This design comes from an exercise in tuning for small area and a short achievable clock period on the open sky130 flow, not from production work.
At most, simulation tests tie the RTL to the original design; equivalence was not proved.
Function not checked in runs 1 and 3 to 5: the RTL went through the layout flow alone.
No activity file was given, so power comes from the tool's default toggle rates.

===== flow/design.v =====
module apb_slave_mem_top (
  input  logic        PCLK,
  input  logic        PRESET,
  input  logic        PSEL,
  input  logic        PENABLE,
  input  logic [2:0]  PPROT,
  input  logic        PWRITE,
  input  logic [1:0]  PSTRB,
  input  logic [9:0]  PADDR,
  input  logic [15:0] PWDATA,
  output logic [15:0] PRDATA,
  output logic        PREADY,
  output logic        PSLVERR
);
  logic ph1_q, ph2_q, ph3_q, busy_q;
  logic ready_q, slverr_q;
  logic accept, go_resp, bus_err;
  logic [7:0] bus_ra, bus_rb;
  logic [7:0]  ra_q, rb_q;    
  logic [1:0]  slot_q;
  logic        err_q, write_q;
  logic [1:0]  strb_q;
  logic [15:0] wdata_q;
  logic        wpend_q, wpend_d, wfire_q, wfire_d;
  logic [1:0]  wslot_q, wslot_d;
  logic [7:0]  wra_q, wra_d, wfa_q, wrb0_q, wrb1_q;
  logic [15:0] wdat_q;
  logic [1:0]  rot_q;
  logic [15:0] s0_q [64], s1_q [64], s2_q [64], s3_q [64];
  logic [7:0]  nxt_ra, nxt_rb;
  logic [1:0]  nxt_slot;
  logic        nxt_h0, nxt_h3;
  logic [7:0]  ra0_q, ra3_q;   
  logic        hit_q;
  logic [15:0] rd_word, rhold_q, rdata_q;
  logic unused_pprot;
  assign unused_pprot = ^{PPROT[2], PPROT[0], PADDR[0]};
  assign accept  = !busy_q && PSEL && !PENABLE;
  assign go_resp = ph3_q && PSEL;
  assign bus_err = PADDR[9] || (PADDR[8] && PPROT[1]);
  always_comb begin
    for (int i = 0; i < 8; i++) begin
      bus_ra[i] = (PADDR[5:3] == 3'(i));
      bus_rb[i] = (PADDR[8:6] == 3'(i)) && !bus_err;
    end
  end
  always_ff @(posedge PCLK or posedge PRESET) begin
    if (PRESET) begin
      ph1_q    <= 1'b0;
      ph2_q    <= 1'b0;
      ph3_q    <= 1'b0;
      busy_q   <= 1'b0;
      ready_q  <= 1'b0;
      slverr_q <= 1'b0;
    end else begin
      ph1_q    <= accept;
      ph2_q    <= ph1_q && PSEL;
      ph3_q    <= ph2_q && PSEL;
      busy_q   <= accept || ((ph1_q || ph2_q) && PSEL);
      ready_q  <= go_resp;
      slverr_q <= go_resp && err_q;
    end
  end
  assign nxt_ra   = busy_q ? ra_q : bus_ra;
  assign nxt_rb   = busy_q ? rb_q : bus_rb;
  assign nxt_slot = busy_q ? slot_q : PADDR[2:1];
  always_ff @(posedge PCLK) begin
    if (!busy_q) begin
      err_q   <= bus_err;
      write_q <= PWRITE;
      strb_q  <= PSTRB;
      wdata_q <= PWDATA;
    end
  end
  always_ff @(posedge PCLK) begin
    ra_q   <= nxt_ra;
    rb_q   <= nxt_rb;
    slot_q <= nxt_slot;
  end
  always_ff @(posedge PCLK) begin
    rot_q <= rot_q + 2'd1;
  end
  assign wpend_d = (go_resp && write_q && !err_q) || (wpend_q && !wfire_q);
  assign wslot_d = go_resp ? slot_q : wslot_q;
  assign wra_d   = go_resp ? ra_q : wra_q;
  assign wfire_d = wpend_d && (rot_q + 2'd2 == wslot_d);
  always_ff @(posedge PCLK) begin
    wpend_q <= wpend_d;
    wfire_q <= wfire_d;
    wslot_q <= wslot_d;
    wra_q   <= wra_d;
    wfa_q   <= wra_d & {8{wfire_d}};
  end
  always_ff @(posedge PCLK) begin
    if (go_resp) begin
      wrb0_q <= rb_q & {8{strb_q[0]}};
      wrb1_q <= rb_q & {8{strb_q[1]}};
      wdat_q <= wdata_q;
    end
  end
  always_ff @(posedge PCLK) begin
    for (int r = 0; r < 64; r++) begin
      s3_q[r] <= s0_q[r];
      s2_q[r] <= s3_q[r];
      s1_q[r] <= s2_q[r];
      s0_q[r] <= s1_q[r];
      if (wfa_q[r % 8] && wrb0_q[r / 8]) s0_q[r][7:0]  <= wdat_q[7:0];
      if (wfa_q[r % 8] && wrb1_q[r / 8]) s0_q[r][15:8] <= wdat_q[15:8];
    end
  end
  assign nxt_h0 = (rot_q + 2'd1 == nxt_slot);
  assign nxt_h3 = (rot_q == nxt_slot);
  always_ff @(posedge PCLK) begin
    ra0_q <= nxt_ra & {8{nxt_h0}};
    ra3_q <= nxt_ra & {8{nxt_h3}};
    hit_q <= nxt_h0 || nxt_h3;
  end
  always_comb begin
    rd_word = '0;
    for (int r = 0; r < 64; r++) begin
      rd_word = rd_word | (s0_q[r] & {16{ra0_q[r % 8] && rb_q[r / 8]}})
                        | (s3_q[r] & {16{ra3_q[r % 8] && rb_q[r / 8]}});
    end
  end
  always_ff @(posedge PCLK) begin
    if (hit_q && !ph3_q) rhold_q <= rd_word;
  end
  always_ff @(posedge PCLK) begin
    rdata_q <= hit_q ? rd_word : rhold_q;
  end
  assign PREADY  = ready_q;
  assign PSLVERR = slverr_q;
  assign PRDATA  = rdata_q;
endmodule

===== flow/constraint.sdc =====
create_clock -name core_clock -period 5.0 [get_ports {PCLK}]
set_input_delay 1.0000 -clock core_clock [delete_from_list [all_inputs] [get_ports {PCLK}]]
set_output_delay 1.0000 -clock core_clock [all_outputs]
set_load 0.01 [all_outputs]

===== flow/config.mk =====
export PLATFORM = sky130hd
export DESIGN_NAME = apb_slave_mem_top
export DESIGN_NICKNAME = apb_slave_mem_top
export VERILOG_FILES = /design/flow/design.v
export SDC_FILE = /design/flow/constraint.sdc
export NUM_CORES = 4
export LEC_CHECK = 0
export CAP_MARGIN = 20
export CORE_MARGIN = 2
export CORE_UTILIZATION = 50
export CTS_CLUSTER_DIAMETER = 80
export CTS_CLUSTER_SIZE = 30
export SETUP_SLACK_MARGIN = 2.5
export SLEW_MARGIN = 20

===== flow/run.sh =====
#!/bin/bash
# synth_recipe.tcl (not shown) runs the flow's synth.tcl, then flattens the netlist and writes it again
# the make line also repeats each setting of config.mk as NAME=value (left out here)
make -C /OpenROAD-flow-scripts/flow DESIGN_CONFIG=/design/flow/config.mk WORK_HOME=/design/flow/orfs CLKGATE_MAP_FILE= SYNTH_SCRIPT=/design/flow/synth_recipe.tcl finish

==> summary.txt, run 1 <==
Critical path
  • CP max stage delay: 0.89 ns
  • Reg2reg start: rb_q[6]
  • Worst Setup SP: rb_q[6]
  • Crit start category: flip-flop
  • CP Max Fanout: 22
  • Required time worst endpoint: 5.63 ns
  • Arrival time at the worst endpoint: 3.90 ns
  • Crit path to: rhold_q[11]
  • CP max-delay cell: a222oi_1
  • Crit. End Element: flip-flop
  • R2r setup slk: 1.73 ns
  • CP Depth: 8
  • Top Family by Delay on Critical Path: compound AO/OA/AOI/OAI gates
  • Crit path cell chain: buf_12 > a222oi_1 > o22ai_2 > nor3_4 > nand3_2 > nand4b_1 > buf_4 > nand3b_1
  • Buf/Inv on CP: 2
  • Reg2Reg Depth: 8
  • Reg2reg end: rhold_q[11]
  • Critical path type: flip-flop to flip-flop

Routing
  • Final wirelength: 324,000 um
  • Antenna Nets Post-Route: 0
  • Post-DR vias/cell: 5.68
  • Starting DRT DRC Count: 6,054
  • Wire per inst: 30.2 um
  • DR vias: 60,900
  • Drt pass-1 iters: 6
  • Residual DRC: 0

Min path
  • Hold WC Path Type: flip-flop to flip-flop

GRT
  • Met3 usage: 3.24%
  • Pin count of the biggest net entering global routing: 71
  • Top Usage Layer GRT: met2
  • First-pass GRT wire length: 449,000 um
  • Met2 Use GR: 44.6%
  • GR Util met1: 36.7%
  • Initial antenna violation count: 12
  • Total gr overflow: 0
  • Vias in the first global route: 60,800
  • GRT Util Overall: 27.2%

Power and ir drop
  • Peak VDD IR: 0.000364 V
  • PD cells: 435 nW/um^2
  • Pleak: 46.7 nW

Job
  • Max-cap violation count: 0

Place
  • Routability cong.: 0.923
  • Dpl cells: 10,400
  • Port Buffer Count: 50
  • Pre-CTS setup slack: 1.08 ns
  • Detailed placer's ending HPWL: 200,000 um

Clocking
  • Cts hold-fix bufs: 0
  • TritonCTS clock tree: built
  • Max Root-Sink Buffers: 3
  • Number of H-tree levels: 4
  • Clk Latency, worst-skew pair: 0.87 ns
  • Worst-path clk slew: 0.11 ns
  • Root Driver: clkbuf_16
  • Inserted Clock Buffers: 161
  • Num Clock Sinks: 4,243

Synthesis
  • Synthesized flop and latch total: 4,243
  • Mapped cell area: 112,000 um^2
  • Syn nets: 7,758
  • Post-synthesis sequential area ratio: 76.2%
  • Yosys warns: 5
  • Cell count after synthesis: 7,722
  • Top FF cell, synth: dfxtp_1
  • FFs w/ async S/R, synth: 0.141%
  • Number of synthesized flops with an enable pin: 76
  • Post-synth top area share: 74.1%
  • Largest area contributor in the netlist: dfxtp_1
  • Synth top area cells: dfxtp_1, mux2_2, a22oi_1
  • Synth cell types: 51
  • Syn Area/Cell: 14.6 um^2

Floorplan
  • Core footprint: 224,000 um^2
  • Row cnt: 174
  • Die area: 229,000 um^2
  • Starting Density: 50.2%
  • Chip height: 478 um
  • Die W: 478 um
  • Io pins: 54

STA
  • Final max-slew violation count: 0
  • Setup violations, final: 0
  • Max Freq: 0.306 GHz
  • RSZ-0062 raised after global routing: true
  • Final worst path period need: 3.27 ns
  • Hold Fails Final Rpt: 0
  • Slew @ Worst Pin: 1.14 ns
  • Part of the cycle the worst path needs: 65.4%
  • Post-route setup TNS: 0 ns
  • Worst Skew: 0.0387 ns
  • Max transition margin: 23.9%
  • Slack of the critical path: 1.73 ns

Final layout
  • Area Growth Syn to Fin: 8.89%
  • Final cell count without fillers: 10,700
  • Nets: 7,709
  • Share of cells above drive strength 1: 20.5%

Outcome
  • Outcome: complete, no violations
[synth_stat cells (15+ instances only)]
cell type,number
a211oi_1,28
a21oi_1,220
a222oi_1,49
a22o_1,81
a22oi_1,850
a32oi_1,34
a41oi_1,15
and2_1,27
and3_1,17
buf_1,45
buf_2,93
buf_6,20
clkbuf_1,283
dfxtp_1,4161
edfxtp_1,76
inv_1,29
mux2_2,1034
nand2_1,182
nand3_1,50
nand4_1,16
nor2_1,83
nor3_1,45
nor4_1,65
o22ai_1,117
[layout make-up]
type / count / area (um^2)
fill: 18300 / 102000
inverter: 33 / 156
antenna: 7 / 17.5
tap: 2992 / 3740
sequential: 4243 / 85800
timing repair buffer: 234 / 2620
clock inverter: 9 / 109
multi-input combinational: 3000 / 25500
clock buffer: 207 / 4480
[state kept, by name, indices dropped and copies added, names as in the netlist, 16 cells and up]
name,flops
rdata_q,16
rhold_q,16
s0_q,1024
s1_q,1024
s2_q,1024
s3_q,1024
wdat_q,16
wdata_q,16
[placed cells by master (no fill, tap or decap), types with 16 or more instances in the layout]
cell | synthesis | layout
a211oi_1 | 28 | 24
a21oi_1 | 220 | 220
a222oi_1 | 49 | 49
a22o_1 | 81 | 81
a22oi_1 | 850 | 835
a32oi_1 | 34 | 33
and2_1 | 27 | 22
buf_12 | 0 | 29
buf_4 | 5 | 117
buf_6 | 20 | 19
clkbuf_1 | 283 | 31
clkbuf_16 | 0 | 177
clkdlybuf4s50_1 | 0 | 32
dfxtp_1 | 4161 | 4132
dfxtp_4 | 0 | 18
edfxtp_1 | 76 | 76
inv_1 | 29 | 21
mux2_2 | 1034 | 1034
nand2_1 | 182 | 181
nand3_1 | 50 | 43
nand4_1 | 16 | 16
nor2_1 | 83 | 83
nor3_2 | 3 | 20
nor3_4 | 0 | 16
nor4_1 | 65 | 34
nor4_2 | 1 | 16
nor4_4 | 0 | 16
o22ai_1 | 117 | 104
[kinds of logic (layout without fill, tap and decap cells)]
| group | count (synthesis) | in the layout | synth area share (%) |
|---|---|---|---|
| flip-flops | 4243 | 4243 | 76.2 |
| buffers and inverters | 479 | 483 | 1.85 |
| other | 0 | 7 | 0 |
| AND/OR/NAND/NOR | 539 | 539 | 2.38 |
| multiplexers | 1036 | 1036 | 10.4 |
| XOR/XNOR | 5 | 5 | 0.0389 |
| AO/OA/AOI/OAI | 1420 | 1420 | 9.13 |
[repair_timing]
item | 4_1_cts | 5_1_grt
pin swaps | 51 | 39
gates resized for setup | 240 | 52
buffers inserted | 31 | 14
setup endpoints to repair | 63 | 34
cloned | 9 | 6
[power by group]
part / total (mW) / internal [mW] / switching, mW
logic: 1.50 / 0.525 / 0.975
registers: 35.5 / 34.9 / 0.559
clock network: 16.3 / 6.40 / 9.94
[worst min-delay path by stage]
stage | slack [ns] | cells after the start | from | to
3_5_place_dp | 0.31 | 0 | s2_q[14][4] | s1_q[14][4]
5_1_grt | 0.32 | 0 | s2_q[13][10] | s1_q[13][10]
6_report | 0.31 | 0 | s2_q[13][10] | s1_q[13][10]
2_1_floorplan | 0.31 | 0 | s2_q[0][0] | s1_q[0][0]
4_1_cts | 0.27 | 2 | PRESET | ph1_q
3_3_place_gp | 0.31 | 0 | s2_q[26][14] | s1_q[26][14]
[through the flow]
step	hold WS, ns	power, mW	cell area [um^2]	utilization (%)
floorplan	0.310	36.6	112000	-
global route	0.316	54.8	122000	54.6
CTS	0.270	53.3	122000	54.4
detailed placement	0.312	37.4	116000	51.7
global placement	0.310	37.4	116000	51.7
finish	0.314	53.3	122000	54.6
[metal layers]
layer	vias to the layer above	part of all wire [%]	routed length, um
li1	27200	-	-
met1	31200	43	141000
met2	2014	47	151000
met3	514	5.2	16900
met4	2	4.5	14600
met5	-	0.0031	10
==> run 2, diff against run 1 <==
--- a/flow/design.v
+++ b/flow/design.v
@@ -124,5 +124,5 @@
   end
   always_ff @(posedge PCLK) begin
-    if (hit_q && !ph3_q) rhold_q <= rd_word;
+    if (hit_q) rhold_q <= rd_word;
   end
   always_ff @(posedge PCLK) begin
==> summary.txt, run 2 <==
Outcome
  • Outcome: complete, no violations

GRT
  • Initial antenna violation count: 15 (+3)
  • Pin count of the biggest net entering global routing: 65 (-8.5%)
  • Met2 Use GR: 43.6% (-1.0 points)
  • GRT Util Overall: 27.0% (-0.20 points)
  • Met3 usage: 3.55% (+0.32 points)
  • Total gr overflow: 0 (unchanged)
  • Vias in the first global route: 59,700 (-1.9%)
  • Top Usage Layer GRT: met2
  • GR Util met1: 37.1% (+0.42 points)
  • First-pass GRT wire length: 444,000 um (-1.3%)

Routing
  • Drt pass-1 iters: 6 (unchanged)
  • DR vias: 60,000 (-1.6%)
  • Wire per inst: 30.0 um (-0.41%)
  • Antenna Nets Post-Route: 0 (unchanged)
  • Post-DR vias/cell: 5.68 (about the same)
  • Residual DRC: 0 (unchanged)
  • Starting DRT DRC Count: 6,042 (-0.20%)
  • Final wirelength: 317,000 um (-1.9%)

Critical path
  • Critical path type: flip-flop to flip-flop
  • CP max stage delay: 0.48 ns (-0.41 ns)
  • Required time worst endpoint: 5.58 ns (-0.05 ns)
  • Crit path cell chain: buf_4 > a22oi_1 > nand4_1 > a22o_1 > a221oi_1 > nand4_1
  • Crit start category: flip-flop
  • Most used cell, CP: nand4_1
  • Reg2Reg Depth: 6 (-2)
  • CP Max Fanout: 24 (+9.1%)
  • Arrival time at the worst endpoint: 3.34 ns (-0.56 ns)
  • CP max-delay cell: dfxtp_4
  • Crit. End Element: flip-flop

Clocking
  • Cts hold-fix bufs: 0 (unchanged)
  • Inserted Clock Buffers: 162 (+0.62%)
  • Worst-path clk slew: 0.11 ns (about the same)
  • Num Clock Sinks: 4,227 (-0.38%)
  • Number of H-tree levels: 4 (unchanged)
  • TritonCTS clock tree: built
  • Max Root-Sink Buffers: 3 (unchanged)
  • Root Driver: clkbuf_16
  • Clk Latency, worst-skew pair: 0.85 ns (-0.02 ns)

Synthesis
  • Cell count after synthesis: 7,521 (-2.6%)
  • Top-count cell post-synth: dfxtp_1
  • Synth cell count leaders: dfxtp_1, mux2_2, a22oi_1, clkbuf_1, nand2_1
  • Yosys warns: 5 (unchanged)
  • FFs w/ async S/R, synth: 0.142% (+0.00054 points)
  • Synth top area cells: dfxtp_1, mux2_2, a22oi_1
  • Mapped cell area: 111,000 um^2 (-0.87%)
  • Syn nets: 7,557 (-2.6%)
  • Syn Area/Cell: 14.8 um^2 (+1.8%)
  • Post-synth top area share: 74.4% (+0.36 points)
  • Largest area contributor in the netlist: dfxtp_1
  • Synth cell types: 51 (unchanged)
  • Synthesized flop and latch total: 4,227 (-0.38%)
  • Top FF cell, synth: dfxtp_1
  • Post-synthesis sequential area ratio: 76.6% (+0.38 points)
  • Number of synthesized flops with an enable pin: 76 (unchanged)

Final layout
  • Post-layout instance area: 122,000 um^2 (about the same)
  • Commonest non-fill, non-tap cell in the layout: dfxtp_1
  • Nets: 7,567 (-1.8%)
  • Most frequent cells in the layout: dfxtp_1, mux2_2, a22oi_1, nand2_1, a22o_1
  • Share of cells above drive strength 1: 22.0% (+1.5 points)
  • Area Growth Syn to Fin: 9.80%

Floorplan
  • Core footprint: 222,000 um^2 (-1.1%)
  • Chip height: 476 um (-0.43%)
  • Io pins: 54 (unchanged)
  • Die area: 227,000 um^2 (-0.86%)
  • Starting Density: 50.3% (+0.097 points)
  • Die W: 476 um (-0.43%)
  • Row cnt: 173 (-0.57%)

STA
  • Part of the cycle the worst path needs: 55.2% (-10 points)
  • Max transition margin: 23.0% (-0.91 points)
  • Slew @ Worst Pin: 1.16 ns (+0.0136 ns)
  • Final worst path period need: 2.76 ns (-0.508 ns)
  • RSZ-0062 raised after global routing: true
  • Max Freq: 0.362 GHz (+18%)
  • Post-route setup TNS: 0 ns (unchanged)
  • Worst Skew: 0.0482 ns (+0.00957 ns)
  • Hold Fails Final Rpt: 0 (unchanged)
  • Setup violations, final: 0 (unchanged)
  • Worst hold slack: 0.313 ns (-0.00131 ns)
  • Final max-slew violation count: 0 (unchanged)

Place
  • Routability cong.: 0.865 (-6.4%)
  • Detailed placer's ending HPWL: 190,000 um (-4.7%)
  • Port Buffer Count: 50 (unchanged)
  • Instance area at placement: 115,000 um^2 (-0.64%)

Power and ir drop
  • Peak VDD IR: 0.000338 V (-7.3%)
  • Pleak: 48.3 nW (+3.5%)
  • PD cells: 431 nW/um^2 (-0.86%)

Min path
  • Worst hold stages: 0 (unchanged)
  • Hold WC Path Type: flip-flop to flip-flop

Job
  • Max-cap violation count: 0 (unchanged)
==> run 2: power breakdown <==
group | internal, mW | switching [mW] | leakage [nW]
Sequential | 34.7 | 0.558 | 34.2
Combinational | 0.538 | 0.898 | 11.9
Clock | 6.17 | 9.92 | 2.17
==> run 2: repair_timing <==
item                                    in CTS  in global routing
gates cloned                                19                  3
pin swaps                                   55                 60
gates resized for setup                    296                 84
setup buffers                               66                 14
endpoints found under the setup margin      35                 33
==> run 2: worst max-delay path: cells and delay by family, from the launching register on <==
kind | cells | cell delay (ns)
compound gates | 3 | 1.09
flops | 1 | 0.48
simple gates | 2 | 0.40
buf+inv | 1 | 0.40
==> run 2: logic make-up after synthesis <==
group | count (synthesis) | synth area share, %
DFF | 4227 | 76.6
AOI/OAI and AO/OA | 1244 | 9.00
muxes | 1036 | 10.5
and+or+nand+nor | 552 | 2.30
buffers and inverters | 457 | 1.60
xor gates and xnor gates | 5 | 0.0393
==> run 2: worst paths after layout <==
path | slack [ns] | to | start
worst max-delay path | 2.24 | rhold_q[1] | ra3_q[0]
worst max register to register | 2.24 | rhold_q[1] | ra3_q[0]
worst min-delay path | 0.31 | s1_q[27][1] | s2_q[27][1]
max in group asynchronous | 4.45 | busy_q | PRESET
min in group asynchronous | 0.36 | ready_q | PRESET
worst min register to register | 0.31 | s1_q[27][1] | s2_q[27][1]
==> run 2: area by class of cell <==
class	count	area (um^2)
antenna	6	15.0
clock buffer	198	4260
clock inverter	16	204
fill	18000	99500
inverter	26	114
multi-input combinational	2841	25400
sequential	4227	85500
tap	2975	3720
timing repair buffer	273	3190
==> run 2: routing by layer <==
metal,share of wire [%],vias to the layer above,routed length (um)
met5,0.0057,-,18
met4,4.1,4,12900
met3,5.8,465,18500
met2,46,2022,147000
met1,44,30800,138000
li1,-,26700,-
==> run 2: stage by stage <==
stage | worst slack (ns) | std cells | util (%) | power [mW]
3_5_place_dp | 1.50 | 10200 | 51.9 | 37.1
6_report | 2.24 | 10600 | 55.2 | 52.8
3_3_place_gp | 1.48 | 10200 | 51.9 | 37.0
5_1_grt | 2.21 | 10600 | 55.2 | 54.3
4_1_cts | 2.24 | 10500 | 54.9 | 52.9
2_1_floorplan | 2.63 | 7521 | - | 36.3
==> run 3, diff against run 2 <==
--- a/flow/design.v
+++ b/flow/design.v
@@ -15,5 +15,5 @@
   logic ph1_q, ph2_q, ph3_q, busy_q;
   logic ready_q, slverr_q;
-  logic accept, go_resp, bus_err;
+  logic accept, go_resp, bus_err, busy_d;
   logic [7:0] bus_ra, bus_rb;
   logic [7:0]  ra_q, rb_q;    
@@ -30,7 +30,7 @@
   logic [7:0]  nxt_ra, nxt_rb;
   logic [1:0]  nxt_slot;
-  logic        nxt_h0, nxt_h3;
-  logic [7:0]  ra0_q, ra3_q;   
-  logic        hit_q;
+  logic        nxt_hit, bus_hit;
+  logic [7:0]  ra0_q, bus_ra0;
+  logic        hit_q, rd_hit;
   logic [15:0] rd_word, rhold_q, rdata_q;
   logic unused_pprot;
@@ -38,4 +38,5 @@
   assign accept  = !busy_q && PSEL && !PENABLE;
   assign go_resp = ph3_q && PSEL;
+  assign busy_d  = accept || ((ph1_q || ph2_q) && PSEL);
   assign bus_err = PADDR[9] || (PADDR[8] && PPROT[1]);
   always_comb begin
@@ -57,5 +58,5 @@
       ph2_q    <= ph1_q && PSEL;
       ph3_q    <= ph2_q && PSEL;
-      busy_q   <= accept || ((ph1_q || ph2_q) && PSEL);
+      busy_q   <= busy_d;
       ready_q  <= go_resp;
       slverr_q <= go_resp && err_q;
@@ -109,23 +110,24 @@
     end
   end
-  assign nxt_h0 = (rot_q + 2'd1 == nxt_slot);
-  assign nxt_h3 = (rot_q == nxt_slot);
+  assign nxt_hit = (rot_q + 2'd1 == nxt_slot);
+  assign bus_hit = !busy_q && (rot_q == PADDR[2:1]);
+  assign bus_ra0 = bus_ra & {8{bus_hit}};
+  assign rd_hit  = hit_q || bus_hit;
   always_ff @(posedge PCLK) begin
-    ra0_q <= nxt_ra & {8{nxt_h0}};
-    ra3_q <= nxt_ra & {8{nxt_h3}};
-    hit_q <= nxt_h0 || nxt_h3;
+    ra0_q <= nxt_ra & {8{nxt_hit && busy_d}};
+    hit_q <= nxt_hit && busy_d;
   end
   always_comb begin
     rd_word = '0;
     for (int r = 0; r < 64; r++) begin
-      rd_word = rd_word | (s0_q[r] & {16{ra0_q[r % 8] && rb_q[r / 8]}})
-                        | (s3_q[r] & {16{ra3_q[r % 8] && rb_q[r / 8]}});
+      rd_word = rd_word | (s0_q[r] & {16{(ra0_q[r % 8] && rb_q[r / 8]) ||
+                                         (bus_ra0[r % 8] && bus_rb[r / 8])}});
     end
   end
   always_ff @(posedge PCLK) begin
-    if (hit_q) rhold_q <= rd_word;
+    if (rd_hit && !ph3_q) rhold_q <= rd_word;
   end
   always_ff @(posedge PCLK) begin
-    rdata_q <= hit_q ? rd_word : rhold_q;
+    rdata_q <= rd_hit ? rd_word : rhold_q;
   end
   assign PREADY  = ready_q;
==> summary.txt, run 3 <==
Outcome
  • Outcome: complete, no violations

Min path
  • WHS Endpoint: s2_q[15][3]
  • Hold WC Path Type: flip-flop to flip-flop
  • Min-Delay Startpoint: s3_q[15][3]
  • Worst hold stages: 0 (unchanged)

Clocking
  • Inserted Clock Buffers: 170 (+4.9%)
  • TritonCTS clock tree: built
  • Worst-path clk slew: 0.12 ns (about the same)
  • Clk Latency, worst-skew pair: 0.87 ns (+0.02 ns)
  • Root Driver: clkbuf_16
  • Cts hold-fix bufs: 0 (unchanged)
  • Number of H-tree levels: 4 (unchanged)
  • Num Clock Sinks: 4,235 (+0.19%)
  • Max Root-Sink Buffers: 3 (unchanged)

GRT
  • Total gr overflow: 0 (unchanged)
  • Pin count of the biggest net entering global routing: 65 (unchanged)
  • Vias in the first global route: 58,900 (-1.4%)
  • GRT Util Overall: 30.9% (+3.9 points)
  • First-pass GRT wire length: 482,000 um (+8.6%)
  • Initial antenna violation count: 25 (+10)

Final layout
  • Commonest non-fill, non-tap cell in the layout: dfxtp_1
  • Finished Core Util: 57.1% (+2.0 points)
  • Most frequent cells in the layout: dfxtp_1, mux2_2, buf_4, a22oi_1, nand2_1
  • Share of cells above drive strength 1: 26.9% (+4.9 points)
  • Final cell count without fillers: 10,700 (+1.7%)
  • Nets: 7,818 (+3.3%)
  • Area Growth Syn to Fin: 13.6%

Synthesis
  • Synth cell types: 80 (+57%)
  • Number of synthesized flops with an enable pin: 76 (unchanged)
  • Yosys warns: 5 (unchanged)
  • Cell count after synthesis: 7,377 (-1.9%)
  • Top-count cell post-synth: dfxtp_1
  • Top FF cell, synth: dfxtp_1
  • Largest area contributor in the netlist: dfxtp_1
  • Syn Area/Cell: 15.0 um^2 (+0.91%)
  • Synth top area cells: dfxtp_1, mux2_2, a22oi_1
  • Syn nets: 7,413 (-1.9%)
  • Mapped cell area: 110,000 um^2 (-1.0%)
  • Post-synth top area share: 75.3% (+0.92 points)
  • Synthesized flop and latch total: 4,235 (+0.19%)
  • FFs w/ async S/R, synth: 0.142% (-0.00027 points)
  • Post-synthesis sequential area ratio: 77.5% (+0.94 points)
  • Synth cell count leaders: dfxtp_1, mux2_2, a22oi_1, clkbuf_1, nand2_1

STA
  • Part of the cycle the worst path needs: 69.0% (+14 points)
  • RSZ-0062 raised after global routing: true
  • Hold Fails Final Rpt: 0 (unchanged)
  • Max Freq: 0.290 GHz (-20%)
  • Worst Skew: 0.0376 ns (-0.0107 ns)
  • Max transition margin: 20.0% (-3.0 points)
  • Setup violations, final: 0 (unchanged)
  • Final max-slew violation count: 0 (unchanged)
  • Final worst path period need: 3.45 ns (+0.687 ns)
  • Slew @ Worst Pin: 1.20 ns (+0.0446 ns)

Critical path
  • Crit path cell chain: buf_4 > buf_6 > or4b_4 > buf_6 > o41ai_4 > buf_12 > buf_12 > buf_8 > a222oi_1 > a21boi_2 > and3_4 > nand4_1 > mux2_4
  • Arrival time at the worst endpoint: 4.22 ns (+0.88 ns)
  • Reg2reg end: rdata_q[15]
  • Buf/Inv on CP: 6 (+5)
  • Reg2reg start: busy_q
  • Required time worst endpoint: 5.77 ns (+0.19 ns)
  • Critical path type: flip-flop to flip-flop
  • CP max-delay cell: a222oi_1
  • Crit start category: flip-flop
  • Reg2Reg Depth: 13 (+7)
  • CP Max Fanout: 5 (-79%)
  • R2r setup slk: 1.55 ns (-0.69 ns)
  • CP max stage delay: 0.92 ns (+0.44 ns)
  • Crit. End Element: flip-flop
  • Top Family by Delay on Critical Path: compound AO/OA/AOI/OAI gates

Floorplan
  • Die W: 474 um (-0.51%)
  • Starting Density: 50.3% (about the same)
  • Io pins: 54 (unchanged)
  • Row cnt: 172 (-0.58%)
  • Chip height: 474 um (-0.51%)
  • Core footprint: 220,000 um^2 (-1.1%)
  • Die area: 224,000 um^2 (-1.0%)

Routing
  • Starting DRT DRC Count: 7,037 (+16%)
  • Wire per inst: 32.8 um (+9.3%)
  • DR vias: 61,000 (+1.7%)
  • Drt pass-1 iters: 8 (+2)
  • Final wirelength: 353,000 um (+11%)
  • Post-DR vias/cell: 5.68 (about the same)
  • Antenna Nets Post-Route: 0 (unchanged)
  • Residual DRC: 0 (unchanged)

Power and ir drop
  • Pleak: 50.1 nW (+3.7%)
  • Peak VDD IR: 0.000413 V (+22%)
  • PD cells: 427 nW/um^2 (-1.0%)

Place
  • Routability cong.: 0.989 (+14%)
  • Detailed placer's ending HPWL: 243,000 um (+28%)
  • Port Buffer Count: 50 (unchanged)
  • Dpl cells: 10,300 (+0.67%)

Job
  • Max-cap violation count: 0 (unchanged)
run 3: changes by cell type after synthesis, moves of 37 or more:
cell	previous run	this run
a22oi_1	657	348
nor4_1	4	41
clkbuf_1	345	299
nand3_1	54	156
a221oi_1	102	41
a222oi_1	98	54
a22o_1	230	91
o21ai_0	19	62
nand2_1	307	246
mux2i_1	2	50
run 3: worst max path at each step:
stage | startpoint | to | slack, ns | cells after the start
2_1_floorplan | PADDR[5] | rdata_q[2] | 1.57 | 9
3_3_place_gp | PADDR[1] | rhold_q[9] | 0.01 | 12
3_5_place_dp | PADDR[1] | rhold_q[9] | -0.11 | 12
4_1_cts | rb_q[4] | rdata_q[12] | 1.68 | 9
5_1_grt | busy_q | rdata_q[15] | 1.67 | 13
6_report | busy_q | rdata_q[15] | 1.55 | 13
run 3: kinds of logic after synthesis:
family / share of synthesized area (%)
xor gates and xnor gates: 0.0873
muxes: 11.3
buffers and inverters: 1.37
and+or+nand+nor: 3.59
DFF: 77.5
AOI/OAI and AO/OA: 6.07
run 3: through the flow:
stage	setup TNS (ns)	worst slack (ns)	hold WS (ns)	area (um^2)	power [mW]
2_1_floorplan	0	1.57	0.310	111000	36.4
3_3_place_gp	0	0.0108	0.310	117000	37.1
3_5_place_dp	-0.164	-0.111	0.312	117000	37.2
4_1_cts	0	1.68	0.299	125000	53.7
5_1_grt	0	1.67	0.294	125000	55.0
6_report	0	1.55	0.297	125000	53.5
run 3: worst reg2reg max path, stage by stage, from the launching register on:
cell	delay [ns]
dfrtp_4	0.50
buf_4	0.15
buf_6	0.09
or4b_4	0.19
buf_6	0.13
o41ai_4	0.07
buf_12	0.16
buf_12	0.13
buf_8	0.13
a222oi_1	0.92
a21boi_2	0.30
and3_4	0.19
nand4_1	0.09
mux2_4	0.29
run 3: report_power, final:
part	switching, mW	internal [mW]	leakage, nW	total [mW]
logic	0.750	0.525	13.3	1.27
clock network	10.2	6.68	2.45	16.9
registers	0.544	34.8	34.3	35.4
run 3: area by class of cell:
class                           instances  area, um^2
Fill cell                           17700       94100
Sequential cell                      4235       85700
Multi-Input combinational cell       2755       25000
Timing Repair Buffer                  586        5860
Clock buffer                          205        4530
Tap cell                             2871        3590
Clock inverter                         34         522
Inverter                               34         139
Antenna cell                           20        50.0
run 3: what timing repair did:
action / CTS / global route
setup endpoints to repair: 129 / 56
pin swaps: 123 / 38
cloned: 4 / 0
setup buffers: 154 / 14
resized for setup: 504 / 41
run 3: metal layers:
| layer | up-vias | GRT usage, % | wire (um) |
|---|---|---|---|
| met3 | 616 | 4.87 | 23800 |
| met2 | 2527 | 46.3 | 152000 |
| met4 | 8 | 12.3 | 15900 |
| met1 | 31200 | 44.8 | 161000 |
| met5 | - | 0 | 61 |
| li1 | 26700 | - | - |
==> run 4, diff against run 3 <==
--- a/flow/design.v
+++ b/flow/design.v
@@ -1,2 +1,14 @@
+module soc_riscv_apb_slave_mem (
+  input  logic [63:0]       sel_i,    
+  input  logic [64*16-1:0]  word_i,   
+  output logic [15:0]       word_o
+);
+  always_comb begin
+    word_o = '0;
+    for (int r = 0; r < 64; r++) begin
+      word_o = word_o | (word_i[16*r +: 16] & {16{sel_i[r]}});
+    end
+  end
+endmodule
 module apb_slave_mem_top (
   input  logic        PCLK,
@@ -118,15 +130,19 @@
     hit_q <= nxt_hit && busy_d;
   end
+  logic [63:0]      rd_sel;
+  logic [64*16-1:0] s0_flat;
   always_comb begin
-    rd_word = '0;
     for (int r = 0; r < 64; r++) begin
-      rd_word = rd_word | (s0_q[r] & {16{(ra0_q[r % 8] && rb_q[r / 8]) ||
-                                         (bus_ra0[r % 8] && bus_rb[r / 8])}});
+      rd_sel[r]            = (ra0_q[r % 8] && rb_q[r / 8]) || (bus_ra0[r % 8] && bus_rb[r / 8]);
+      s0_flat[16*r +: 16] = s0_q[r];
     end
   end
+  soc_riscv_apb_slave_mem u_rdmux (
+    .sel_i (rd_sel),
+    .word_i(s0_flat),
+    .word_o(rd_word)
+  );
   always_ff @(posedge PCLK) begin
-    if (rd_hit && !ph3_q) rhold_q <= rd_word;
-  end
-  always_ff @(posedge PCLK) begin
+    rhold_q <= rd_hit ? rd_word : rdata_q;
     rdata_q <= rd_hit ? rd_word : rhold_q;
   end
--- a/flow/config.mk
+++ b/flow/config.mk
@@ -8,7 +8,8 @@
 export CAP_MARGIN = 20
 export CORE_MARGIN = 2
-export CORE_UTILIZATION = 50
+export CORE_UTILIZATION = 65
 export CTS_CLUSTER_DIAMETER = 80
 export CTS_CLUSTER_SIZE = 30
-export SETUP_SLACK_MARGIN = 2.5
+export SETUP_SLACK_MARGIN = 2.7
 export SLEW_MARGIN = 20
+export SYNTH_HIERARCHICAL = 1
==> summary.txt, run 4 <==
Synthesis
  • Synth top area cells: dfxtp_1, mux2_2, a22o_1
  • Synthesized flop and latch total: 4,235 (unchanged)
  • Largest area contributor in the netlist: dfxtp_1
  • Yosys warns: 12 (+7)
  • Syn Area/Cell: 16.2 um^2 (+8.3%)
  • Number of synthesized flops with an enable pin: 60 (-21%)
  • Mapped cell area: 106,000 um^2 (-4.0%)
  • Synth cell types: 54 (-33%)
  • Synth cell count leaders: dfxtp_1, mux2_2, a22o_1, a221oi_1, clkbuf_1
  • Syn nets: 6,577 (-11%)
  • Top-count cell post-synth: dfxtp_1
  • FFs w/ async S/R, synth: 0.142% (unchanged)
  • Cell count after synthesis: 6,541 (-11%)
  • Post-synth top area share: 78.8% (+3.5 points)
  • Top FF cell, synth: dfxtp_1
  • Post-synthesis sequential area ratio: 80.6% (+3.1 points)

Final layout
  • Area Growth Syn to Fin: 9.79%
  • Register Area: 85,500 um^2 (-0.24%)
  • Share of cells above drive strength 1: 26.9% (about the same)
  • Multi-input logic area: 20,400 um^2 (-18%)
  • Nets: 6,787 (-13%)
  • Fillers: 10,700 (-39%)
  • Commonest non-fill, non-tap cell in the layout: dfxtp_1
  • Most frequent cells in the layout: dfxtp_1, mux2_2, a22o_1, buf_4, nand2_1

STA
  • Final worst path period need: 3.42 ns (-0.0289 ns)
  • RSZ-0062 raised after global routing: true
  • Hold Fails Final Rpt: 0 (unchanged)
  • Final max-slew violation count: 0 (unchanged)
  • Setup violations, final: 0 (unchanged)
  • Worst Skew: 0.0257 ns (-0.0119 ns)
  • Part of the cycle the worst path needs: 68.4% (-0.58 points)
  • Max Freq: 0.292 GHz (+0.85%)
  • Slack of the critical path: 1.58 ns (+0.0289 ns)
  • Worst hold slack: 0.313 ns (+0.0164 ns)
  • Slew @ Worst Pin: 1.09 ns (-0.107 ns)
  • Max transition margin: 27.2% (+7.2 points)

Routing
  • Antenna Nets Post-Route: 0 (unchanged)
  • Drt pass-1 iters: 5 (-3)
  • Final wirelength: 219,000 um (-38%)
  • Wire per inst: 24.4 um (-26%)
  • Starting DRT DRC Count: 3,283 (-53%)
  • Residual DRC: 0 (unchanged)
  • Post-DR vias/cell: 5.39 (-5.1%)
  • DR vias: 48,300 (-21%)

Clocking
  • Max Root-Sink Buffers: 3 (unchanged)
  • Clk Latency, worst-skew pair: 0.83 ns (-0.04 ns)
  • Num Clock Sinks: 4,235 (unchanged)
  • Worst-path clk slew: 0.11 ns (about the same)
  • TritonCTS clock tree: built
  • Root Driver: clkbuf_16
  • Inserted Clock Buffers: 160 (-5.9%)
  • Number of H-tree levels: 4 (unchanged)

Floorplan
  • Chip height: 408 um (-14%)
  • Die area: 166,000 um^2 (-26%)
  • Core footprint: 162,000 um^2 (-26%)
  • Die W: 408 um (-14%)
  • Starting Density: 65.3% (+15 points)
  • Row cnt: 148 (-14%)
  • Io pins: 54 (unchanged)

GRT
  • GRT Util Overall: 26.1% (-4.8 points)
  • Initial antenna violation count: 10 (-60%)
  • First-pass GRT wire length: 324,000 um (-33%)
  • Pin count of the biggest net entering global routing: 65 (unchanged)
  • Total gr overflow: 0 (unchanged)
  • Vias in the first global route: 49,300 (-16%)

Place
  • Detailed placer's ending HPWL: 136,000 um (-44%)
  • Pre-CTS setup slack: -0.141 ns (-0.0297 ns)
  • Port Buffer Count: 50 (unchanged)
  • Routability cong.: 0.872 (-12%)

Power and ir drop
  • Pleak: 47.3 nW (-5.6%)
  • Peak VDD IR: 0.000386 V (-6.7%)
  • PD cells: 435 nW/um^2 (+1.9%)

Critical path
  • Critical path type: input pin to flip-flop
  • Required time worst endpoint: 5.71 ns (-0.06 ns)
  • Arrival time at the worst endpoint: 4.13 ns (-0.09 ns)
  • CP Max Fanout: 7 (+2)
  • Crit start category: input pin
  • Crit. End Element: flip-flop

Job
  • Max-cap violation count: 0 (unchanged)

Min path
  • Hold WC Path Type: flip-flop to flip-flop

Outcome
  • Outcome: complete, no violations
## run 4: cell types whose count changed after synthesis, sizes merged, moves of 43 or more
cell and delta:
a21oi -55, a221oi +215, a222oi -54, a22o +203, a22oi -348, clkbuf -84
mux2i -49, nand2 -74, nand3 -147, nor4 -43, o22ai -46
## run 4: report_power, final
group	switching (mW)	leakage, nW	internal [mW]
registers	0.212	34.3	34.3
logic	0.235	10.9	0.211
clock network	9.59	2.13	6.03
## run 4: worst max-delay path, stage by stage
cell and delay, ns:
buf_2 0.12, buf_12 0.13, xor2_4 0.18, buf_6 0.15, nor2_4 0.07, nand4_1 0.12, buf_12 0.15, o21ai_4 0.14
a22o_1 0.30, a221oi_4 0.29, nand4_1 0.34, buf_4 0.26, or4_4 0.57, mux2_4 0.29
## run 4: cell families (layout without fill, tap and decap cells)
family | after synthesis | count (layout) | share of synthesized area, %
xor gates and xnor gates | 5 | 5 | 0.0414
DFF | 4235 | 4235 | 80.6
other | 0 | 6 | 0
AOI/OAI and AO/OA | 592 | 594 | 4.84
buffers and inverters | 313 | 553 | 1.47
and+or+nand+nor | 330 | 331 | 1.58
muxes | 1066 | 1066 | 11.4
## run 4: path summary, 6_finish.rpt
check	end	cells after the start	slack [ns]	start
min	s1_q[36][14]	0	0.31	s2_q[36][14]
max	rhold_q[4]	14	1.58	PADDR[1]
min in group asynchronous	ph3_q	2	0.44	PRESET
min reg2reg	s1_q[36][14]	0	0.31	s2_q[36][14]
max reg2reg	rhold_q[4]	12	1.62	rot_q[0]
max in group asynchronous	busy_q	2	4.26	PRESET
## run 4: timing repair
action,CTS,global route
pin swaps,54,24
hold buffers,0,0
gates resized for setup,328,51
setup endpoints to repair,91,73
gates cloned,6,1
setup buffers,34,7
## run 4: final cells by class
class	count	area share [%]
Sequential cell	4235	73.5
Multi-Input combinational cell	1996	17.6
Clock buffer	177	3.55
Timing Repair Buffer	345	2.79
Tap cell	2175	2.34
Clock inverter	18	0.185
Inverter	12	0.0420
Antenna cell	6	0.0129
Timing Repair inverter	1	0.00646
## run 4: per-stage QoR
| stage | power, mW | setup TNS (ns) | cell area (um^2) | util (%) | cells |
|---|---|---|---|---|---|
| 6_report | 50.6 | 0 | 116000 | 71.7 | 8965 |
| 4_1_cts | 50.8 | 0 | 116000 | 71.4 | 8950 |
| 5_1_grt | 52.1 | 0 | 116000 | 71.7 | 8959 |
| 3_3_place_gp | 35.7 | -0.548 | 110000 | 67.9 | 8715 |
| 3_5_place_dp | 35.7 | -0.779 | 110000 | 67.9 | 8715 |
| 2_1_floorplan | 35.5 | 0 | 106000 | - | 6541 |
## run 4: layer usage
| metal | global-route usage (%) | share of wire [%] |
|---|---|---|
| met1 | 38.9 | 49 |
| met2 | 41.1 | 45 |
| met3 | 2.89 | 3.4 |
| met4 | 6.32 | 2.3 |
| met5 | 0 | 0.012 |
## run 4: modules after synthesis (local to each module, per instance)
| module | area, um^2 | flip-flops and latches | cells |
|---|---|---|---|
| apb_slave_mem_top | 100000 | 4235 | 5821 |
| soc_riscv_apb_slave_mem | 5880 | 0 | 720 |
==> run 5, diff against run 4 <==
--- a/flow/design.v
+++ b/flow/design.v
@@ -1,13 +1,18 @@
-module soc_riscv_apb_slave_mem (
-  input  logic [63:0]       sel_i,    
-  input  logic [64*16-1:0]  word_i,   
-  output logic [15:0]       word_o
+module soc_riscv_apb_wait_gen (
+  input  logic [32*16-1:0] w_i,
+  output logic [15:0]      w_o
 );
   always_comb begin
-    word_o = '0;
-    for (int r = 0; r < 64; r++) begin
-      word_o = word_o | (word_i[16*r +: 16] & {16{sel_i[r]}});
-    end
+    w_o = '0;
+    for (int i = 0; i < 32; i++) w_o = w_o | w_i[16*i +: 16];
   end
+endmodule
+module soc_riscv_apb_slave_mem (
+  input  logic [1:0]  sel_i,
+  input  logic [15:0] w0_i,
+  input  logic [15:0] w1_i,
+  output logic [15:0] w_o
+);
+  assign w_o = (w0_i & {16{sel_i[0]}}) | (w1_i & {16{sel_i[1]}});
 endmodule
 module apb_slave_mem_top (
@@ -124,22 +129,28 @@
   assign nxt_hit = (rot_q + 2'd1 == nxt_slot);
   assign bus_hit = !busy_q && (rot_q == PADDR[2:1]);
-  assign bus_ra0 = bus_ra & {8{bus_hit}};
+  assign bus_ra0 = bus_ra & {8{!busy_q}};
   assign rd_hit  = hit_q || bus_hit;
   always_ff @(posedge PCLK) begin
-    ra0_q <= nxt_ra & {8{nxt_hit && busy_d}};
+    ra0_q <= nxt_ra & {8{busy_d}};
     hit_q <= nxt_hit && busy_d;
   end
   logic [63:0]      rd_sel;
-  logic [64*16-1:0] s0_flat;
+  logic [32*16-1:0] rd_pair;
   always_comb begin
     for (int r = 0; r < 64; r++) begin
-      rd_sel[r]            = (ra0_q[r % 8] && rb_q[r / 8]) || (bus_ra0[r % 8] && bus_rb[r / 8]);
-      s0_flat[16*r +: 16] = s0_q[r];
+      rd_sel[r] = (ra0_q[r % 8] && rb_q[r / 8]) || (bus_ra0[r % 8] && bus_rb[r / 8]);
     end
   end
-  soc_riscv_apb_slave_mem u_rdmux (
-    .sel_i (rd_sel),
-    .word_i(s0_flat),
-    .word_o(rd_word)
+  for (genvar p = 0; p < 32; p++) begin : g_rd_pair
+    soc_riscv_apb_slave_mem u_pair (
+      .sel_i(rd_sel[2*p +: 2]),
+      .w0_i (s0_q[2*p]),
+      .w1_i (s0_q[2*p+1]),
+      .w_o  (rd_pair[16*p +: 16])
+    );
+  end
+  soc_riscv_apb_wait_gen u_rd_or (
+    .w_i(rd_pair),
+    .w_o(rd_word)
   );
   always_ff @(posedge PCLK) begin
==> summary.txt, run 5 <==
Outcome
  • Outcome: complete, no violations

Routing
  • Antenna Nets Post-Route: 0 (unchanged)
  • Drt pass-1 iters: 5 (unchanged)
  • DR vias: 47,900 (-0.81%)
  • Final wirelength: 219,000 um (+0.12%)
  • Residual DRC: 0 (unchanged)
  • Starting DRT DRC Count: 3,008 (-8.4%)
  • Post-DR vias/cell: 5.33 (-0.97%)
  • Wire per inst: 24.4 um (about the same)

Critical path
  • Arrival time at the worst endpoint: 4.08 ns (-0.05 ns)
  • Top Family by Delay on Critical Path: simple AND/OR/NAND/NOR gates
  • Crit. End Element: flip-flop
  • Buf/Inv on CP: 3 (-2)
  • Required time worst endpoint: 5.77 ns (+0.06 ns)
  • CP max stage delay: 0.80 ns (+0.23 ns)
  • Crit start category: flip-flop
  • Most used cell, CP: buf_4
  • Critical path type: flip-flop to flip-flop
  • CP Max Fanout: 16 (+9)
  • R2r setup slk: 1.70 ns (+0.08 ns)
  • Crit path cell chain: buf_4 > nor4_4 > a22o_2 > a22o_2 > nor4_1 > buf_4 > nand4_1 > buf_4 > or2_1 > mux2_2
  • CP max-delay cell: nor4_4

STA
  • Final worst path period need: 3.30 ns (-0.115 ns)
  • Final max-slew violation count: 0 (unchanged)
  • Part of the cycle the worst path needs: 66.1% (-2.3 points)
  • Setup violations, final: 0 (unchanged)
  • Worst hold slack: 0.324 ns (+0.0105 ns)
  • RSZ-0062 raised after global routing: true
  • Max transition margin: 24.6% (-2.5 points)
  • Max Freq: 0.303 GHz (+3.5%)
  • Hold Fails Final Rpt: 0 (unchanged)
  • Worst Skew: 0.0269 ns (+0.00120 ns)
  • Slew @ Worst Pin: 1.13 ns (+0.0381 ns)

Synthesis
  • Syn nets: 6,625 (+0.73%)
  • Synth cell types: 48 (-11%)
  • Synth top area cells: dfxtp_1, mux2_2, a22o_1
  • Synth cell count leaders: dfxtp_1, mux2_2, a22o_1, a22o_2, nand2_1
  • Synthesized flop and latch total: 4,235 (unchanged)
  • Post-synthesis sequential area ratio: 79.5% (-1.1 points)
  • Largest area contributor in the netlist: dfxtp_1
  • Cell count after synthesis: 6,589 (+0.73%)
  • Number of synthesized flops with an enable pin: 60 (unchanged)
  • Post-synth top area share: 77.7% (-1.1 points)
  • Yosys warns: 16 (+4)
  • FFs w/ async S/R, synth: 0.142% (unchanged)
  • Top FF cell, synth: dfxtp_1
  • Top-count cell post-synth: dfxtp_1
  • Mapped cell area: 107,000 um^2 (+1.4%)
  • Syn Area/Cell: 16.3 um^2 (+0.68%)

Final layout
  • Most frequent cells in the layout: dfxtp_1, mux2_2, a22o_1, a22o_2, buf_4
  • Area Growth Syn to Fin: 8.00%
  • Nets: 6,792 (+0.074%)
  • Fillers: 11,100 (+3.7%)
  • Commonest non-fill, non-tap cell in the layout: dfxtp_1
  • Final cell count without fillers: 8,979 (+0.16%)
  • Share of cells above drive strength 1: 27.8% (+0.87 points)

Power and ir drop
  • Peak VDD IR: 0.000388 V (+0.66%)
  • Pleak: 47.8 nW (+1.0%)
  • PD cells: 435 nW/um^2 (about the same)

Floorplan
  • Io pins: 54 (unchanged)
  • Die W: 411 um (+0.70%)
  • Chip height: 411 um (+0.70%)
  • Starting Density: 65.3% (about the same)
  • Row cnt: 149 (+0.68%)
  • Die area: 169,000 um^2 (+1.4%)
  • Core footprint: 165,000 um^2 (+1.5%)

Clocking
  • Num Clock Sinks: 4,235 (unchanged)
  • Root Driver: clkbuf_16
  • Inserted Clock Buffers: 159 (-0.63%)
  • Number of H-tree levels: 4 (unchanged)
  • Clk Latency, worst-skew pair: 0.83 ns (about the same)
  • Worst-path clk slew: 0.11 ns (about the same)
  • TritonCTS clock tree: built
  • Max Root-Sink Buffers: 3 (unchanged)

GRT
  • Vias in the first global route: 48,600 (-1.5%)
  • First-pass GRT wire length: 320,000 um (-1.2%)
  • GRT Util Overall: 25.7% (-0.40 points)
  • Total gr overflow: 0 (unchanged)
  • Initial antenna violation count: 10 (unchanged)
  • Pin count of the biggest net entering global routing: 65 (unchanged)

Place
  • Port Buffer Count: 50 (unchanged)
  • Dpl cells: 8,715 (unchanged)
  • Detailed placer's ending HPWL: 138,000 um (+1.7%)
  • Routability cong.: 0.805 (-7.7%)

Min path
  • Hold WC Path Type: flip-flop to flip-flop

Job
  • Max-cap violation count: 0 (unchanged)
[run 5: cell count changes after synthesis, moves of 32 or more]
cell | previous run | this run
a221oi_1 | 249 | 0
a22o_1 | 288 | 384
nand2_1 | 171 | 139
o21ai_0 | 33 | 1
buf_6 | 35 | 100
a22o_2 | 6 | 192
nand4_1 | 67 | 32
nor4_1 | 0 | 113
clkbuf_1 | 207 | 136
[run 5: final cells by class]
| class | instances | area, um^2 | share of cell area, % |
|---|---|---|---|
| inverter | 8 | 35.0 | 0.0302 |
| clock inverter | 4 | 31.3 | 0.0270 |
| sequential | 4235 | 85500 | 73.7 |
| clock buffer | 185 | 4120 | 3.55 |
| timing repair buffer | 305 | 2840 | 2.45 |
| tap | 2189 | 2740 | 2.36 |
| multi-input combinational | 2047 | 20800 | 17.9 |
| antenna | 6 | 15.0 | 0.0129 |
[run 5: worst register-to-register path, cell delays in order (launching register included)]
cell and delay, ns:
dfrtp_2 0.45, buf_4 0.15, nor4_4 0.80, a22o_2 0.61
a22o_2 0.28, nor4_1 0.05, buf_4 0.14, nand4_1 0.33
buf_4 0.19, or2_1 0.11, mux2_2 0.15
[run 5: cells by family (layout without fill, tap and decap cells)]
kind of cell,Yosys count,after routing,synth area share [%]
muxes,1066,1066,11.2
DFF,4235,4235,79.5
xor gates and xnor gates,4,4,0.0326
buffers and inverters,308,502,2.14
AOI/OAI and AO/OA,594,594,5.07
other,0,6,0
and+or+nand+nor,382,383,2.04
[run 5: through the flow]
step / utilization, % / TNS (ns) / total power, mW / setup slack, ns / cell area, um^2
after global placement: 66.8 / -0.384 / 35.8 / -0.192 / 110000
after floorplan: - / 0 / 35.6 / 2.03 / 108000
after CTS: 69.9 / 0 / 50.7 / 1.76 / 115000
after global routing: 70.5 / 0 / 51.9 / 1.73 / 116000
final: 70.5 / 0 / 50.5 / 1.70 / 116000
after detailed placement: 66.8 / -0.499 / 35.8 / -0.224 / 110000
[run 5: layer usage]
layer  vias up  part of all wire, %  global-route usage (%)
met2       683                   46                    40.9
met1     24100                   47                    36.3
li1      22800                    -                       -
met5         -                0.026                       0
met4         8                  3.2                    8.65
met3       281                  3.5                    3.79
[run 5: path summary, 6_finish.rpt]
| check | from | to | cells past startpoint |
|---|---|---|---|
| max in group asynchronous | PRESET | busy_q | 2 |
| worst min register to register | s3_q[42][5] | s2_q[42][5] | 0 |
| worst max register to register | busy_q | rdata_q[15] | 10 |
| worst max-delay path | busy_q | rdata_q[15] | 10 |
| min in group asynchronous | PRESET | busy_q | 2 |
| worst min-delay path | s3_q[42][5] | s2_q[42][5] | 0 |
[run 5: repair_timing]
item | in CTS | in global routing
gates resized for setup | 297 | 117
setup endpoints to repair | 66 | 66
gates cloned | 0 | 4
hold buffers | 0 | 0
setup buffers | 23 | 41
pin swaps | 21 | 57
[run 5: power breakdown]
part	total (mW)	switching [mW]	internal [mW]
combinational	0.551	0.305	0.246
clock	15.4	9.45	5.91
sequential	34.5	0.215	34.3
total	50.5	9.96	40.5
[run 5: Yosys stat by module (local to each module, per instance)]
module / cells / area, um^2
apb_slave_mem_top: 5773 / 99900
soc_riscv_apb_slave_mem: 20 / 196
soc_riscv_apb_wait_gen: 176 / 1200

re-timing with driven ports:
The results above use ideal ports. As a check the final layouts listed here were re-extracted and re-timed, cells and wires unchanged. Step 1, drivers: a clkbuf_16 drives PCLK and a buf_2 each remaining input, both assumed. Step 2 moves the port delays by t, midway between the first and last clock arrival at a register: inputs arrive t later, outputs are due t later. That takes back most of the time a late clock gives input paths. a / b / c = ideal ports / drivers / drivers and shift; a / b = the first two.
run | t, ns | setup WS [ns] | cell pins on the clock port's net
run 1 | 0.958 | 1.731 / 1.731 / 1.702 | 1
run 2 | 0.923 | 2.239 / 2.239 / 1.832 | 1
run 3 | 0.954 | 1.552 / 1.552 / 0.780 | 1
run 4 | 0.895 | 1.581 / 1.569 / 0.674 | 1
run 5 | 0.903 | 1.696 / 1.696 / 0.933 | 1
After both steps setup and hold are still met in every run listed. The setup slack of run 4, which loses most, moves by -0.012 ns with the drivers and by -0.907 ns with both steps.
